Source: an optimization exercise on an open RTL-to-GDS flow (aim: small area, a short achievable clock period and few clock cycles per item). Production flows keep margins and buffers that such runs may drop. RTL that was checked went through simulation tests only; none was proved equivalent to the original. Power is estimated from default activity; no workload was simulated.

==> flow/design.v (excerpt) <==
module window_conv_engine #(
   parameter int PIXEL_WIDTH = 8,
   parameter int WINDOW      = 3,
   parameter int COEF_WIDTH  = 8,
   parameter int SHIFT       = 0,
   parameter int OUT_WIDTH   = 8,
   localparam int NTAPS      = WINDOW * WINDOW,
   localparam int AW         = (NTAPS > 1) ? $clog2(NTAPS) : 1
) (
   input  logic                                           clk,
   input  logic                                           rst_n,
   input  logic                                           win_valid,
   input  logic [WINDOW-1:0][WINDOW-1:0][PIXEL_WIDTH-1:0] window,
   output logic                                           win_ready,
   input  logic                                           coef_we,
   input  logic [AW-1:0]                                  coef_addr,
   input  logic [COEF_WIDTH-1:0]                          coef_data,
   output logic                                           out_valid,
  ...
Size: roughly 26000 sq um of cells after synthesis.
Settings: LEC_CHECK=0, ABC_AREA=0, ABC_CLOCK_PERIOD_IN_PS=2500, CAP_MARGIN=20, CORE_MARGIN=2, CORE_UTILIZATION=55, CTS_BUF_LIST=sky130_fd_sc_hd__clkbuf_4 sky130_fd_sc_hd__clkbuf_8, CTS_CLUSTER_SIZE=40, SETUP_SLACK_MARGIN=3.2, SLEW_MARGIN=20, SYNTH_HIERARCHICAL=1, SYNTH_MINIMUM_KEEP_SIZE=0; clock period 5.5 ns.
standard.sh (not shown) runs the stock make flow with config.mk's settings and CLKGATE_MAP_FILE= SYNTH_SCRIPT=/design/flow/synth_recipe.tcl, a recipe that flattens the netlist after the stock synthesis.
==> flow/flow/run.sh <==
#!/bin/bash
# Layout flow: the standard synthesis and layout (standard.sh), unchanged except that the
# port buffers that global placement inserts on every input and output are buf_4 cells
# instead of the delay-type buffer ORFS picks by default.
set -euo pipefail
bash standard.sh synth > synth.log 2>&1
BUFFER_PORTS_ARGS="-buffer_cell sky130_fd_sc_hd__buf_4" bash standard.sh finish > layout.log 2>&1
Testbench counts at the start, summed over its fixed seeds: cycles 8,328, items 8,000.
Rerun with:
--- a/flow/design.v
+++ b/flow/design.v
@@ -56,18 +56,16 @@
    output logic [OUT_WIDTH-1:0]                           out_pixel,
    input  logic                                           out_ready
 );
    localparam int CAP = 6;    
    logic [8:0][7:0] coef_q;
    always_ff @(posedge clk) begin
       for (int t = 0; t < 9; t++) begin
-         if (!rst_n)
-            coef_q[t] <= '0;
-         else if (coef_we && coef_addr == 4'(t))
-            coef_q[t] <= coef_data;
+         if (!rst_n || (coef_we && coef_addr == 4'(t)))
+            coef_q[t] <= coef_data & {8{rst_n}};
       end
    end
    logic [35:0] e_one, e_two, e_neg, e_pos;
    always_comb begin
       for (int t = 0; t < 9; t++) begin
          for (int k = 0; k < 4; k++) begin
             logic b2, b1, b0;
=> Worst setup slack is worse by 84 ps. Wire length falls slightly. Global-route usage rises by 0.35 points. Sequential share of layout area rises by 0.63 points. Clock power rises by roughly a tenth. Synthesized cell count falls by roughly a tenth. Flip-flop and latch count does not change. Power rises by well over a third. Synthesized area falls slightly. First-iteration DRC count falls slightly.
Testbench counts after the change, summed over its fixed seeds: cycles 8,328, items 8,000.

fjord:
window_conv_engine, a different RTL version from the one above (not shown whole).
Size in the first run: roughly 26000 sq um of cells after synthesis.
==> flow/config.mk <==
export PLATFORM = sky130hd
export DESIGN_NAME = window_conv_engine
export DESIGN_NICKNAME = window_conv_engine
export VERILOG_FILES = /design/flow/design.v
export SDC_FILE = /design/flow/constraint.sdc
export NUM_CORES = 4
export LEC_CHECK = 0
export ABC_AREA = 0
export ABC_CLOCK_PERIOD_IN_PS = 2500
export CAP_MARGIN = 20
export CORE_MARGIN = 2
export CORE_UTILIZATION = 55
export SETUP_SLACK_MARGIN = 3.2
export SLEW_MARGIN = 20
export SYNTH_HIERARCHICAL = 1
export SYNTH_MINIMUM_KEEP_SIZE = 0
==> flow/constraint.sdc <==
create_clock -name core_clock -period 5.5 [get_ports {clk}]
set_input_delay 1.1000 -clock core_clock [delete_from_list [all_inputs] [get_ports {clk}]]
set_output_delay 1.1000 -clock core_clock [all_outputs]
set_load 0.01 [all_outputs]
Scripts as last shown in full above: flow/flow/run.sh
Edits applied to the flow inputs when going from fjord to juniper:
--- a/flow/design.v
+++ b/flow/design.v
@@ -52,22 +52,20 @@
    input  logic                                           coef_we,
    input  logic [AW-1:0]                                  coef_addr,
    input  logic [COEF_WIDTH-1:0]                          coef_data,
    output logic                                           out_valid,
    output logic [OUT_WIDTH-1:0]                           out_pixel,
    input  logic                                           out_ready
 );
-   localparam int CAP = 5;    
+   localparam int CAP = 6;    
    logic [8:0][7:0] coef_q;
    always_ff @(posedge clk) begin
       for (int t = 0; t < 9; t++) begin
-         if (!rst_n)
-            coef_q[t] <= '0;
-         else if (coef_we && coef_addr == 4'(t))
-            coef_q[t] <= coef_data;
+         if (!rst_n || (coef_we && coef_addr == 4'(t)))
+            coef_q[t] <= coef_data & {8{rst_n}};
       end
    end
    logic [35:0] e_one, e_two, e_neg, e_pos;
    always_comb begin
       for (int t = 0; t < 9; t++) begin
          for (int k = 0; k < 4; k++) begin
             logic b2, b1, b0;
@@ -91,30 +89,30 @@
                wx[t][k][j] = win_p[t][j] ^ coef_q[t][2*k+1];
    end
    logic acc, deq;
    logic win_ready_q;
    logic out_valid_q;
    logic [7:0] out_pixel_q;
    logic [2:0] occ_q, occ_d;
-   logic [3:1] vld_q;
+   logic [4:1] vld_q;
    assign win_ready = win_ready_q;
    assign out_valid = out_valid_q;
    assign out_pixel = out_pixel_q;
    assign acc = win_valid & win_ready_q;
    assign deq = out_valid_q & out_ready;
    assign occ_d = occ_q + acc - deq;
    always_ff @(posedge clk or negedge rst_n) begin
       if (!rst_n) begin
          occ_q       <= '0;
          win_ready_q <= 1'b0;    
          vld_q       <= '0;
       end else begin
          occ_q       <= occ_d;
          win_ready_q <= (occ_d < CAP);
-         vld_q       <= {vld_q[2:1], acc};
+         vld_q       <= {vld_q[3:1], acc};
       end
    end
    logic q_0_0_0;
    logic q_0_0_1;
    logic q_0_0_2;
    logic q_0_0_3;
    logic q_0_0_4;
@@ -2164,42 +2162,49 @@
       st3[34] <= c742;
       st3[35] <= st2[66];
    end
    assign row_a = {1'b1, st3[34], st3[32], st3[30], st3[28], st3[26], st3[24], st3[22], st3[20], st3[18], st3[16], st3[14], st3[12], st3[10], st3[8], st3[6], st3[4], st3[3], st3[2], st3[0]};
    assign row_b = {1'b0, st3[35], st3[33], st3[31], st3[29], st3[27], st3[25], st3[23], st3[21], st3[19], st3[17], st3[15], st3[13], st3[11], st3[9], st3[7], st3[5], 1'b0, 1'b0, st3[1]};
    assign sum = row_a + row_b;
    logic [7:0] res;
-   assign res = sum[19] ? 8'd0 : (|sum[18:8]) ? 8'hff : sum[7:0];
-   logic [3:0][7:0] qbuf;
-   logic [3:0] wp_q, rp_q;
+   logic       neg_q, big_q;
+   logic [7:0] low_q;
+   always_ff @(posedge clk) begin
+      neg_q <= sum[19];
+      big_q <= |sum[18:8];
+      low_q <= sum[7:0];
+   end
+   assign res = neg_q ? 8'd0 : big_q ? 8'hff : low_q;
+   logic [4:0][7:0] qbuf;
+   logic [4:0] wp_q, rp_q;
    logic [2:0] bcnt_q;
    logic push, pop, head_load, from_buf, to_buf;
    logic [7:0] qhead;
-   assign push      = vld_q[3];
+   assign push      = vld_q[4];
    assign pop       = out_valid_q & out_ready;
    assign head_load = !out_valid_q | pop;
    assign from_buf  = head_load & (bcnt_q != 0);
    assign to_buf    = push & !(head_load & (bcnt_q == 0));
    always_comb begin
       qhead = '0;
-      for (int i = 0; i < 4; i++)
+      for (int i = 0; i < 5; i++)
          if (rp_q[i]) qhead = qhead | qbuf[i];
    end
    always_ff @(posedge clk or negedge rst_n) begin
       if (!rst_n) begin
          out_valid_q <= 1'b0;
-         wp_q        <= 4'd1;
-         rp_q        <= 4'd1;
+         wp_q        <= 5'd1;
+         rp_q        <= 5'd1;
          bcnt_q      <= '0;
       end else begin
          if (head_load) out_valid_q <= (bcnt_q != 0) | push;
-         if (from_buf)  rp_q <= {rp_q[2:0], rp_q[3]};
-         if (to_buf)    wp_q <= {wp_q[2:0], wp_q[3]};
+         if (from_buf)  rp_q <= {rp_q[3:0], rp_q[4]};
+         if (to_buf)    wp_q <= {wp_q[3:0], wp_q[4]};
          bcnt_q <= bcnt_q + to_buf - from_buf;
       end
    end
    always_ff @(posedge clk) begin
       if (head_load) out_pixel_q <= (bcnt_q != 0) ? qhead : res;
-      for (int i = 0; i < 4; i++)
+      for (int i = 0; i < 5; i++)
          if (to_buf && wp_q[i]) qbuf[i] <= res;
    end
 endmodule
### Flow results
Max proportion of synthesized chip area in sequential cells across fjord and juniper: juniper. Between fjord and juniper, synthesized area increased. In the reports for fjord and juniper, the smaller number of enable-type register cells in the synthesized netlist belongs to fjord. The run with more setup slack is juniper; fjord has less. Compared with fjord, in juniper placed wire-length estimate after detailed placement flat, non-filler instance count after layout down 73, number of cells on the worst reg-to-reg path down 4, overall power up 110%, setup clock skew after layout flat.
Testbench counts of juniper, summed over its fixed seeds: cycles 8,328, items 8,000.
No functional check of the RTL was part of fjord.

==> separate check: timing with driven ports <==
How much do the figures lean on ideal ports? The routed layouts below were timed once more, with nothing changed but the port constraints. Step 1, drivers: a clkbuf_16 drives clk and a buf_2 each remaining input, both assumed. Step 2 times the ports against the registers' clock, not the clock port: input delays grow and output delays shrink by t, the midpoint of the rising clock arrivals with the driver on. Three values: no drivers, after step 1, after step 2; two values: the first two.
| run | shift t [ns] | slack for setup (ns) | hold slack, ns | latest minus earliest clock arrival (ns) | cell pins on the clock port's net |
|---|---|---|---|---|---|
| the first run of note 1 | 0.714 | 3.167 / 3.149 / 2.556 | 0.321 / 0.289 / 0.326 | 0.040 / 0.039 | 1 |
| the second run of note 1 | 0.720 | 3.083 / 3.083 / 2.537 | 0.328 / 0.328 / 0.328 | 0.039 / 0.039 | 1 |
| fjord | 0.653 | 2.675 / 2.675 / 2.507 | 0.326 / 0.326 / 0.326 | 0.031 / 0.031 | 1 |
| juniper | 0.657 | 3.029 / 3.029 / 2.568 | 0.328 / 0.328 / 0.328 | 0.027 / 0.027 | 1 |
After both steps setup and hold are still met in every run listed. The setup slack of the first run of note 1, which loses most, moves by -0.018 ns with the drivers and by -0.611 ns with both steps.
